What follows belongs to an exercise in optimizing a design on an open flow for small area; a production flow would make more cautious choices.
Only simulation tests tie the RTL to the original design; equivalence was not proved.
Power is estimated from default activity; no workload was simulated.

v48:
==> flow/design.v <==
package nco_pkg;
  localparam int acc_width    = 32;    
  localparam int sample_width = 16;    
  localparam int level_width  = 16;    
  localparam logic [1:0] wave_off    = 2'd0;
  localparam logic [1:0] wave_saw    = 2'd1;
  localparam logic [1:0] wave_square = 2'd2;
  localparam logic [1:0] wave_tri    = 2'd3;
  localparam int cfg_width = 26;
  localparam int cfg_note  = 22;    
  localparam int cfg_oct   = 18;    
  localparam int cfg_wave  = 16;
  localparam int cfg_level = 0;
  localparam logic [2:0] st_idle  = 3'd0;
  localparam logic [2:0] st_load  = 3'd1;
  localparam logic [2:0] st_step  = 3'd2;
  localparam logic [2:0] st_shape = 3'd3;
  localparam logic [2:0] st_store = 3'd4;
  function automatic logic [23:0] note_base(input logic [3:0] note);
    case (note)
      4'd0:    note_base = 24'd1463107;
      4'd1:    note_base = 24'd1550108;
      4'd2:    note_base = 24'd1642280;
      4'd3:    note_base = 24'd1739936;
      4'd4:    note_base = 24'd1843398;
      4'd5:    note_base = 24'd1953015;
      4'd6:    note_base = 24'd2069148;
      4'd7:    note_base = 24'd2192180;
      4'd8:    note_base = 24'd2322531;
      4'd9:    note_base = 24'd2460658;
      4'd10:   note_base = 24'd2606975;
      4'd11:   note_base = 24'd2761997;
      default: note_base = 24'd0;
    endcase
  endfunction
  localparam logic [7:0] addr_note_oct = 8'h00;    
  localparam logic [7:0] addr_wave     = 8'h04;
  localparam logic [7:0] addr_level    = 8'h08;
  localparam logic [7:0] voice_stride  = 8'h10;    
endpackage
`timescale 1ns/100ps
module nco_multi_top #(
  parameter  int num_voices = 4,
  localparam int mix_width  = nco_pkg::sample_width + $clog2(num_voices)
) (
  input  logic                        clk50mhz,
  input  logic                        rst_n,
  input  logic                        psel,
  input  logic                        penable,
  input  logic                        pwrite,
  input  logic [7:0]                  paddr,
  input  logic [31:0]                 pwdata,
  output logic [31:0]                 prdata,
  output logic                        pready,
  output logic                        pslverr,
  input  logic                        sample_strobe,
  output logic signed [mix_width-1:0] mix_out,
  output logic                        sample_valid
);
  logic [3:0]  note_q  [4];
  logic [3:0]  oct_q   [4];
  logic [1:0]  wave_q  [4];
  logic [15:0] level_q [4];
  logic       amap;
  logic [1:0] av;
  logic [1:0] af;
  assign av   = paddr[5:4];
  assign af   = paddr[3:2];
  assign amap = (paddr[7:6] == 2'd0) && (paddr[1:0] == 2'd0) && (af != 2'd3);
  assign pready  = 1'b1;
  assign pslverr = !amap;    
  always_comb begin
    prdata = '0;
    if (amap) begin
      case (af)
        2'd0:    prdata[7:0]  = {oct_q[av], note_q[av]};
        2'd1:    prdata[1:0]  = wave_q[av];
        default: prdata[15:0] = level_q[av];
      endcase
    end
  end
  logic        wr;
  logic [15:0] wd;
  assign wr = psel && penable && pwrite && amap;
  assign wd = pwdata[15:0] & {16{rst_n}};
  for (genvar g = 0; g < 4; g++) begin : g_regs
    always_ff @(posedge clk50mhz) begin
      if (!rst_n || (wr && av == g && af == 2'd0)) begin
        note_q[g] <= wd[3:0];
        oct_q[g]  <= wd[7:4];
      end
      if (!rst_n || (wr && av == g && af == 2'd1)) wave_q[g]  <= wd[1:0];
      if (!rst_n || (wr && av == g && af == 2'd2)) level_q[g] <= wd;
    end
  end
  logic [2:0] seg;
  logic [4:0] bitc;
  logic       seg_end;
  logic       last;      
  assign last    = seg[2] && bitc[4] && bitc[0];
  assign seg_end = last || (bitc == 5'd31);
  always_ff @(posedge clk50mhz) begin
    if (!rst_n) begin
      seg  <= '0;
      bitc <= '0;
    end else if (seg_end) begin
      bitc <= '0;
      seg  <= seg[2] ? 3'd0 : seg + 3'd1;
    end else begin
      bitc <= bitc + 5'd1;
    end
  end
  logic       busy;        
  logic       run;         
  logic [1:0] rot;
  logic       acc_zero;    
  always_ff @(posedge clk50mhz) begin
    if (!rst_n) begin
      busy         <= 1'b0;
      run          <= 1'b0;
      rot          <= '0;
      sample_valid <= 1'b0;
      acc_zero     <= 1'b1;
    end else begin
      sample_valid <= run && last && (rot == 2'd3);
      if (sample_strobe && !busy) busy <= 1'b1;
      else if (run && last && (rot == 2'd3)) busy <= 1'b0;
      if (last) begin
        if (run) begin
          rot <= rot + 2'd1;
          if (rot == 2'd3) run <= 1'b0;
          if (rot == 2'd0) acc_zero <= 1'b0;
        end else if (busy || sample_strobe) begin
          run <= 1'b1;
          rot <= '0;
        end
      end
    end
  end
  logic [3:0]  inc_note;
  logic [3:0]  inc_oct;
  logic [5:0]  idx;
  logic [23:0] base;
  logic        inc_bit;
  assign inc_note = note_q[seg[1:0]];
  assign inc_oct  = oct_q[seg[1:0]];
  assign idx      = {1'b0, bitc} - {2'b0, inc_oct};
  assign base     = nco_pkg::note_base(inc_note);
  assign inc_bit  = !idx[5] && !(idx[4] && idx[3]) && base[idx[4:0]];
  logic [145:0] ch;
  logic         head;
  logic         addb;
  logic         tail;
  logic         carry;
  logic [15:0]  p;
  assign head = ch[0] && !(run && (rot == 2'd0) && (seg[2] || acc_zero));
  assign addb = seg[2] ? p[0] : (run && (rot == 2'd0) && inc_bit);
  assign tail = head ^ addb ^ carry;
  always_ff @(posedge clk50mhz) begin
    ch    <= {tail, ch[145:1]};
    carry <= !seg_end && ((head && addb) || (carry && (head ^ addb)));
  end
  assign mix_out = ch[145:128];
  logic        xcur;      
  logic        xprev;     
  logic        a31;       
  logic        stepping;
  logic        shifting;
  logic        lstep;     
  logic [1:0]  wv;
  logic [15:0] lv;
  logic        x;
  logic        addl;
  logic        subl;
  logic [15:0] dv;
  logic [16:0] cy;
  logic [15:0] s;
  always_comb begin
    case (rot)
      2'd0:    xcur = ch[50];
      2'd1:    xcur = ch[82];
      2'd2:    xcur = ch[114];
      default: xcur = ch[0];
    endcase
  end
  always_ff @(posedge clk50mhz) begin
    xprev <= xcur;
    if (bitc == 5'd31 && (seg[1:0] == rot || seg[1:0] == 2'd3) && !seg[2]) a31 <= tail;
  end
  assign stepping = (seg == 3'd3) && bitc[4];
  assign shifting = seg[2];
  assign lstep    = bitc[3:0] == 4'd15;
  assign wv       = wave_q[rot];
  assign lv       = level_q[rot];
  always_comb begin
    case (wv)
      2'd0:    x = lstep;
      2'd1:    x = xcur;
      2'd2:    x = (bitc[3:0] == 4'd0) || !a31;
      default: x = xprev ^ a31;
    endcase
  end
  assign addl = stepping && !lstep && x;
  assign subl = stepping && lstep && !x;
  assign dv    = subl ? ~lv : (addl ? lv : 16'd0);
  assign cy[0] = subl;
  for (genvar k = 0; k < 16; k++) begin : g_add
    assign s[k]    = p[k] ^ dv[k] ^ cy[k];
    assign cy[k+1] = (p[k] & dv[k]) | (cy[k] & (p[k] ^ dv[k]));
  end
  always_ff @(posedge clk50mhz) begin
    p[14:0] <= s[15:1];
    p[15]   <= stepping ? (cy[16] ^ subl) : (shifting && p[15]);
  end
endmodule
clock: 20.0 ns
lec_check: 0
cap_margin: 20
core_margin: 2
core_utilization: 40
cts_buf_list: sky130_fd_sc_hd__clkbuf_4
cts_cluster_size: 12
slew_margin: 20
run.sh (not shown) runs the stock make flow with config.mk's settings and CLKGATE_MAP_FILE= SYNTH_SCRIPT=/design/flow/synth_recipe.tcl, a recipe that flattens the netlist after the stock synthesis.
The inputs of v14 differ from those of v48 as listed below.
- CTS_BUF_LIST removed (was sky130_fd_sc_hd__clkbuf_4)
- CTS_CLUSTER_SIZE removed (was 12)
Per the comparison of v14 with v48, count of non-filler cells in the finished layout fell 5.9%, sequential fraction of design power shrank by 1.4 points. The fmax on v48 is in line with that on v14.
Relative to v14, the following input files were edited for v41:
- CTS_CLUSTER_SIZE: unset -> 20
- CTS_BUF_LIST: unset -> sky130_fd_sc_hd__clkbuf_8
Findings:
v14 and v41 ended up with roughly the same sequential share of layout area.
v41: via count of the first global-routing pass 147 above v14
Of v41 and v14, the run reporting the higher net total in the final layout was v41.
Any difference in global routing met2 resource utilization between v14 and v41 is small enough to ignore.
NOTE: count of routing violations after the opening detailed-route iteration in v41 falls short of that of v14
Comparing v14 against v41, there is no change at all in die area.
When the final numbers for v41 and v14 were put side by side, the non-clock buffer count turned out to be smaller in v41.
The relative contribution of the clock network to total power number comes out higher for v14 vs v41.

==> re-timing with driven ports <==
In the flow no input, the clock included, has a driving cell. The finished layouts below were timed again as built, in two steps. Step 1: set_driving_cell puts a clkbuf_16 on clk50mhz and a buf_2 on each other input, an assumption about the parent block. Step 2 times the ports against the registers' clock, not the clock port: input delays grow and output delays shrink by t, the midpoint of the rising clock arrivals with the driver on. a / b / c = ideal / step 1 / step 2; a / b = the first two.
run | shift t [ns] | setup WS [ns] | clock arrival spread, ns | worst register clock-pin slew, ns | pins driven straight from the clock port
v48 | 0.691 | 9.570 / 9.537 / 9.537 | 0.037 / 0.038 | 0.08 / 0.08 | 1
v14 | 0.574 | 9.558 / 9.527 / 9.527 | 0.016 / 0.016 | 0.07 / 0.07 | 1
v41 | 0.589 | 9.564 / 9.526 / 9.526 | 0.013 / 0.013 | 0.06 / 0.06 | 1
After both steps setup and hold are still met in every run listed. The setup slack of v41, which loses most, moves by -0.038 ns with the drivers and by -0.038 ns with both steps.
